What follows belongs to an exercise in optimizing a design on an open flow for small area, a short achievable clock period and few clock cycles per item; a production flow would make more cautious choices.
At most, simulation tests tie the RTL to the original design; equivalence was not proved.
No activity file was given, so power comes from the tool's default toggle rates.

// wav_header_chunk_parser
module wav_header_chunk_parser (
    input  logic        clk,
    input  logic        rst_n,
    input  logic        in_valid,
    output logic        in_stall,
    input  logic [7:0]  byte_value,
    input  logic        end_of_file,
    input  logic        cfg_valid,
    output logic        cfg_ready,
    input  logic [3:0]  cfg_data,
    output logic        out_valid,
    input  logic        out_stall,
    output logic        payload_valid,
    output logic [7:0]  payload_byte,
    output logic        payload_last,
    output logic [15:0] audio_format,
    output logic [15:0] num_channels,
    output logic [31:0] sample_freq,
    output logic [15:0] bits_per_sample,
    output logic [31:0] payload_size,
    output logic [2:0]  status
);
Size in the first run: roughly 220 flip-flops, about 150 I/O pins, ~9500 um^2 of cells after synthesis.
export LEC_CHECK = 0
export CAP_MARGIN = 5
export CORE_MARGIN = 2
export CORE_UTILIZATION = 55
export CTS_CLUSTER_DIAMETER = 60
export CTS_CLUSTER_SIZE = 30
export SETUP_SLACK_MARGIN = 3.3
export SLEW_MARGIN = 5
create_clock -name core_clock -period 5.5 [get_ports {clk}]
standard.sh (not shown) runs the stock make flow with config.mk's settings and CLKGATE_MAP_FILE= SYNTH_SCRIPT=/design/flow/synth_recipe.tcl, a recipe that flattens the netlist after the stock synthesis.
==> flow/flow/run.sh <==
#!/bin/bash
# Standard ORFS layout, except that the port buffers use a small buffer cell
# (buf_1) instead of the delay-buffer cell buffer_ports picks by default;
# repair_design / repair_timing still resize them where needed.
set -euo pipefail
export BUFFER_PORTS_ARGS="-buffer_cell sky130_fd_sc_hd__buf_1"
bash standard.sh > standard.log 2>&1
The starting point finished with timing, DRC and antenna clean.
Testbench counts at the start, summed over its fixed seeds: cycles 34,680, items 34,664.
Rerun with:
CAP_MARGIN = 20   (was 5)
CTS_CLUSTER_DIAMETER = not set   (was 60)
CTS_CLUSTER_SIZE = not set   (was 30)
SETUP_SLACK_MARGIN = 3.5   (was 3.3)
SLEW_MARGIN = 20   (was 5)
Wire length is higher by 8.2%.
Via count is higher by 5.4%.
Die area is unchanged.
Final area is higher by 10%.
Utilization is higher by 6.6 points.
Final cell count is higher by 6.1%.
Sequential power stays flat.
First-iteration DRC count is lower by 2.3%.
Worst setup slack gets worse by 0.033 ns.
Combinational power is higher by 30%.
Area after synthesis stays the same.
Rerun with:
ABC_AREA = 1   (was not set)
CTS_CLUSTER_DIAMETER = 100   (was not set)
CTS_CLUSTER_SIZE = 25   (was not set)
SETUP_SLACK_MARGIN = 3.3   (was 3.5)
TNS_END_PERCENT = 10   (was not set)
What happened: Via count grows by about 1.5%; maximum frequency grows by about 1.4%; clock power drops by 38%; combinational power is higher by about 5%; register-to-register slack improves by 0.09 ns; cell count increases by about 4%.
Rerun with:
CORE_UTILIZATION = 48   (was 55)
TNS_END_PERCENT = not set   (was 10)
After rerunning: The changed run finished with timing, DRC and antenna clean; setup slack is better by 0.057 ns; non-clock buffer count stays the same; cell count grows by about 3%; design area hardly moves.
Rerun with:
ABC_AREA = not set   (was 1)
CORE_UTILIZATION = 55   (was 48)
CTS_CLUSTER_DIAMETER = not set   (was 100)
CTS_CLUSTER_SIZE = not set   (was 25)
Effect:
- via count fell by 2.5%
- setup slack is worse by 0.059 ns
- non-clock buffer count rises by 22
- routed wire length grows by 0.53%
- die area went down by 13%
- register-to-register slack got worse by 0.06 ns
- cell area went up by 4.6%
Rerun with:
CTS_CLUSTER_DIAMETER = 60   (was not set)
CTS_CLUSTER_SIZE = 30   (was not set)
=> Routed wire length went down by 4.0%. Design area went down by 3.0%. Global-route usage went down by 0.69 points. Sequential cell count is unchanged. Non-clock buffer count went down by 11. Worst setup slack gets better by 0.0035 ns. Area after synthesis does not change. Clock-buffer cell count went down by 11. Core utilization went down by 2.1 points.

========
Setup of exp/umber:
wav_header_chunk_parser again, from the RTL that the note above started with.
Design wav_header_chunk_parser, start of the top module:
module wav_header_chunk_parser (
    input  logic        clk,
    input  logic        rst_n,
    input  logic        in_valid,
    output logic        in_stall,
    input  logic [7:0]  byte_value,
    input  logic        end_of_file,
    input  logic        cfg_valid,
    output logic        cfg_ready,
    input  logic [3:0]  cfg_data,
    output logic        out_valid,
    input  logic        out_stall,
    output logic        payload_valid,
    output logic [7:0]  payload_byte,
    output logic        payload_last,
    output logic [15:0] audio_format,
    output logic [15:0] num_channels,
    output logic [31:0] sample_freq,
    output logic [15:0] bits_per_sample,
    output logic [31:0] payload_size,
    output logic [2:0]  status
);
    logic [5:0]  pos_q;              
    logic        first_q;            
    logic        ph_h, ph_w, ph_p;   
    logic [2:0]  st_q;               
    logic [15:0] fmt_q, ch_q, bits_q;
    logic [31:0] rate_q, psize_q;
    logic [31:0] cnt_q;              
    logic [2:0]  hc_q;               
    logic        skip_q;             
    logic        match_q;            
    logic [3:0]  chunks_q;
    logic [3:0]  limit_q;
    logic        ov_q, pv_q, pl_q;
    logic [7:0]  pb_q;
    logic [5:0]  pos_n;
    logic [2:0]  st_n;
    logic        phh_n, phw_n, php_n;
    logic [2:0]  hc_n;
    logic        skip_n, match_n;
    logic [3:0]  chunks_n;
    logic        pv_n, pl_n;
    logic        hold, acc, take, src_eof;
    logic        a_v, a_eof, b_v, b_eof;
    logic [7:0]  a_d, b_d;
    logic        live, chk;
    logic [7:0]  d;
    logic [31:0] size;
    logic [31:0] cnt_dec;
    logic [3:0]  cz_q;               
    logic [3:0]  cz_n, brw;
    logic [3:0]  chunks_dec;
    logic [7:0]  in_d;
    logic        in_eof;
    logic        a_z, a_R, a_I, a_F, a_W, a_A, a_V, a_E, a_dd, a_a, a_t;
  ...
export LEC_CHECK = 0
export ABC_AREA = 1
export CAP_MARGIN = 20
export CORE_MARGIN = 2
export CORE_UTILIZATION = 55
export CTS_CLUSTER_DIAMETER = 100
export CTS_CLUSTER_SIZE = 25
export SETUP_SLACK_MARGIN = 3.4
export SLEW_MARGIN = 20
create_clock -name core_clock -period 5.5 [get_ports {clk}]
Scripts as last shown in full above: flow/flow/run.sh
Testbench counts of exp/umber, summed over its fixed seeds: cycles 34,680, items 34,664.
Input-level comparison between exp/ember and exp/umber:
Settings: SETUP_SLACK_MARGIN now 3.3, was 3.4; ABC_AREA no longer set, was 1.
Notes after the runs:
Delta (exp/ember minus exp/umber): global-route wire length before repair down 1500 um, static leakage power down about 16%.
Compared with exp/umber, exp/ember shows a lower synthesized net count.
exp/ember vs exp/umber — cell area dropped by a few percent
Synthesized cell count (exp/ember / exp/umber): 0.855
Higher arrival time of the worst setup path was reported by exp/ember, not exp/umber.
Maximum frequency, exp/umber and exp/ember: lower on exp/ember
Cell area after technology mapping came out lower on exp/ember than on exp/umber.
Fraction of area in registers, exp/umber and exp/ember: higher on exp/ember
Reported for exp/umber and exp/ember, final max-slew violation count turned out identical to the last digit.
Input changes introduced in exp/willow (baseline for comparison: exp/ember):
Settings: TNS_END_PERCENT now 10, previously not set; SETUP_SLACK_MARGIN now 3.4, was 3.3; ABC_AREA now 1, previously not set.
Findings:
Relative to exp/ember, the net switching power of exp/willow is higher by about 27%.
Summary of the comparison: global-route usage is higher in exp/willow, relative to exp/ember.
The run showing the greater wire length per cell after detailed routing is exp/ember.
exp/willow | status: complete | timing, DRC, antenna: pass
The following lists how exp/yarrow was set up differently from exp/willow:
Settings: ABC_AREA no longer set, was 1; TNS_END_PERCENT no longer set, was 10; CTS_CLUSTER_SIZE now 30, was 25; CTS_CLUSTER_DIAMETER now 60, was 100; CORE_UTILIZATION now 65, was 55; SETUP_SLACK_MARGIN now 3.3, was 3.4.
Notes after the runs:
The final layouts of exp/yarrow and exp/willow pass the timing, design-rule and antenna checks. Summary: with exp/willow as the reference, final instance area in exp/yarrow moved up slightly. A end point of the critical path of payload_byte[7] is what exp/willow shows, while ch0_q belongs to exp/yarrow. Fmax | exp/yarrow vs exp/willow | exp/yarrow slower. exp/willow → exp/yarrow: clock power share now larger, mean routed wirelength per cell now larger, fraction of layout cells with a size suffix above 1 now larger.
Input-level comparison between exp/zinc and exp/yarrow:
Settings: CTS_CLUSTER_SIZE changed from 30 to 25; CORE_UTILIZATION changed from 65 to 55; ABC_AREA newly set to 1; CTS_CLUSTER_DIAMETER changed from 60 to 100; SETUP_SLACK_MARGIN changed from 3.3 to 3.5.
==> summary.txt <==
Combinational cell fraction of total power: higher on exp/zinc. Core utilization of the finished layout (higher): exp/yarrow. exp/zinc vs exp/yarrow — clock share of power dropped 7.6 points. Count of clock-buffer cells in the layout is lower on exp/yarrow. exp/zinc against exp/yarrow; largest net degree at the start of global routing is down by more than 10%. exp/zinc vs. exp/yarrow: static leakage shows an increase of about 23%, setup slack grew by 0.14 ns, total global-route track usage dropped 2.7 points, critical path depth went down by 6. Side by side, met1 track demand over resource in global routing turned out lower in exp/zinc than in exp/yarrow.

========
job 2188:
Another version of the RTL of wav_header_chunk_parser (not shown whole).
For scale: about 700 cells after synthesis, ~210 flip-flops, roughly 150 I/O pins.
export LEC_CHECK = 0
export CAP_MARGIN = 20
export CORE_MARGIN = 2
export CORE_UTILIZATION = 55
export SETUP_SLACK_MARGIN = 3.0
export SLEW_MARGIN = 20
create_clock -name core_clock -period 5.5 [get_ports {clk}]
Scripts as last shown in full above: flow/flow/run.sh
Job 2188 finished every step from synthesis to the final layout, and the layout passed the timing, design-rule and antenna checks.
What job 4620 does differently from job 2188 at the input level:
Settings: changing SETUP_SLACK_MARGIN from 3.0 to 3.3; setting CTS_CLUSTER_SIZE to 30 for the first time; setting CTS_BUF_LIST to sky130_fd_sc_hd__clkbuf_8 for the first time.
==> summary.txt <==
Job 4620 did not stop at any stage, and its layout met the timing, design-rule and antenna checks. Job 4620 vs job 2188 on routed wire length: job 4620 is the higher one. | worst slew margin relative to its limit | job 4620 vs job 2188 | 0.95 points lower |. Per the comparison of job 4620 with job 2188, worst-case setup slack after placement has increased, area growth from synthesis to layout now sits higher. On final cell count: job 4620 sits above job 2188. Job 4620 — transition time of the tightest slew-check pin 0.014 ns higher, job 2188 as reference. Side by side, power in the clock group turned out lower in job 4620 than in job 2188.
### job 4620 -> job 5016
Settings: CTS_BUF_LIST removed (was sky130_fd_sc_hd__clkbuf_8); CTS_CLUSTER_SIZE removed (was 30).
[summary]
Job 4620 and job 5016 all finish clean.
The run showing the smaller transition at the pin with the smallest max-transition slack is job 5016.
Job 4620 vs job 5016, critical path capture point: ch0_q$_DFFE_PP_ vs ch1_q$_DFFE_PP_
On overall power, the higher figure sits with job 5016, not job 4620.
[job 5016 vs job 4620] overall global routing resource usage: lower in job 5016
Job 5016 against job 4620: non-clock buffer count decreased by 3 relative to the old numbers; global-route track usage on met2 decreased by 0.32 points relative to the old numbers; area growth from synthesis to final layout increased by 1.1 points relative to the old numbers; part of the cycle the worst path needs increased by 0.65 points relative to the old numbers; proportion of cell area occupied by registers decreased by 0.47 points relative to the old numbers.
Function was not checked in any run of this note: the RTL went through the layout flow alone.

what the ideal ports hide:
The flow's constraints put no driver on any port. The routed layouts listed below were extracted and timed again, unchanged, in two steps.
Step 1 (the two cells are an assumption about what drives the block):
set clk [get_ports {clk}]
set_driving_cell -lib_cell sky130_fd_sc_hd__clkbuf_16 $clk
set_driving_cell -lib_cell sky130_fd_sc_hd__buf_2 [delete_from_list [all_inputs] $clk]
Step 2 times the ports against the registers' clock, not the clock port: input delays grow and output delays shrink by t, the midpoint of the rising clock arrivals with the driver on.
Three values: ideal, step 1, step 2; two values: the first two.
run | shift t [ns] | slack for setup (ns) | hold slack, ns | latest minus earliest clock arrival (ns)
the first run of note 1 | 0.520 | 3.260 / 3.250 / 2.931 | 0.490 / 0.490 / 0.490 | 0.029 / 0.029
the second run of note 1 | 0.534 | 3.227 / 3.227 / 2.895 | 0.476 / 0.476 / 0.476 | 0.018 / 0.018
the third run of note 1 | 0.511 | 3.258 / 3.212 / 2.803 | 0.482 / 0.482 / 0.482 | 0.020 / 0.020
the fourth run of note 1 | 0.508 | 3.315 / 3.282 / 2.916 | 0.473 / 0.473 / 0.473 | 0.021 / 0.022
the fifth run of note 1 | 0.537 | 3.257 / 3.235 / 2.916 | 0.490 / 0.490 / 0.490 | 0.010 / 0.010
the sixth run of note 1 | 0.520 | 3.260 / 3.250 / 2.931 | 0.490 / 0.490 / 0.490 | 0.029 / 0.029
exp/umber | 0.511 | 3.295 / 3.249 / 2.951 | 0.461 / 0.461 / 0.461 | 0.018 / 0.018
exp/ember | 0.504 | 3.270 / 3.261 / 2.901 | 0.496 / 0.496 / 0.496 | 0.020 / 0.020
exp/willow | 0.511 | 3.305 / 3.259 / 2.985 | 0.484 / 0.484 / 0.484 | 0.023 / 0.022
exp/yarrow | 0.512 | 3.214 / 3.214 / 2.830 | 0.483 / 0.483 / 0.483 | 0.020 / 0.019
exp/zinc | 0.510 | 3.352 / 3.305 / 3.085 | 0.463 / 0.463 / 0.463 | 0.023 / 0.023
job 2188 | 0.530 | 2.891 / 2.891 / 2.640 | 0.478 / 0.478 / 0.478 | 0.018 / 0.017
job 4620 | 0.555 | 2.977 / 2.977 / 2.807 | 0.474 / 0.474 / 0.474 | 0.021 / 0.020
job 5016 | 0.540 | 2.941 / 2.941 / 2.828 | 0.476 / 0.476 / 0.476 | 0.021 / 0.021
After both steps every run listed still meets setup and hold. For the third run of note 1, which loses most, drivers alone change the setup slack by -0.046 ns; drivers and shift together by -0.455 ns.
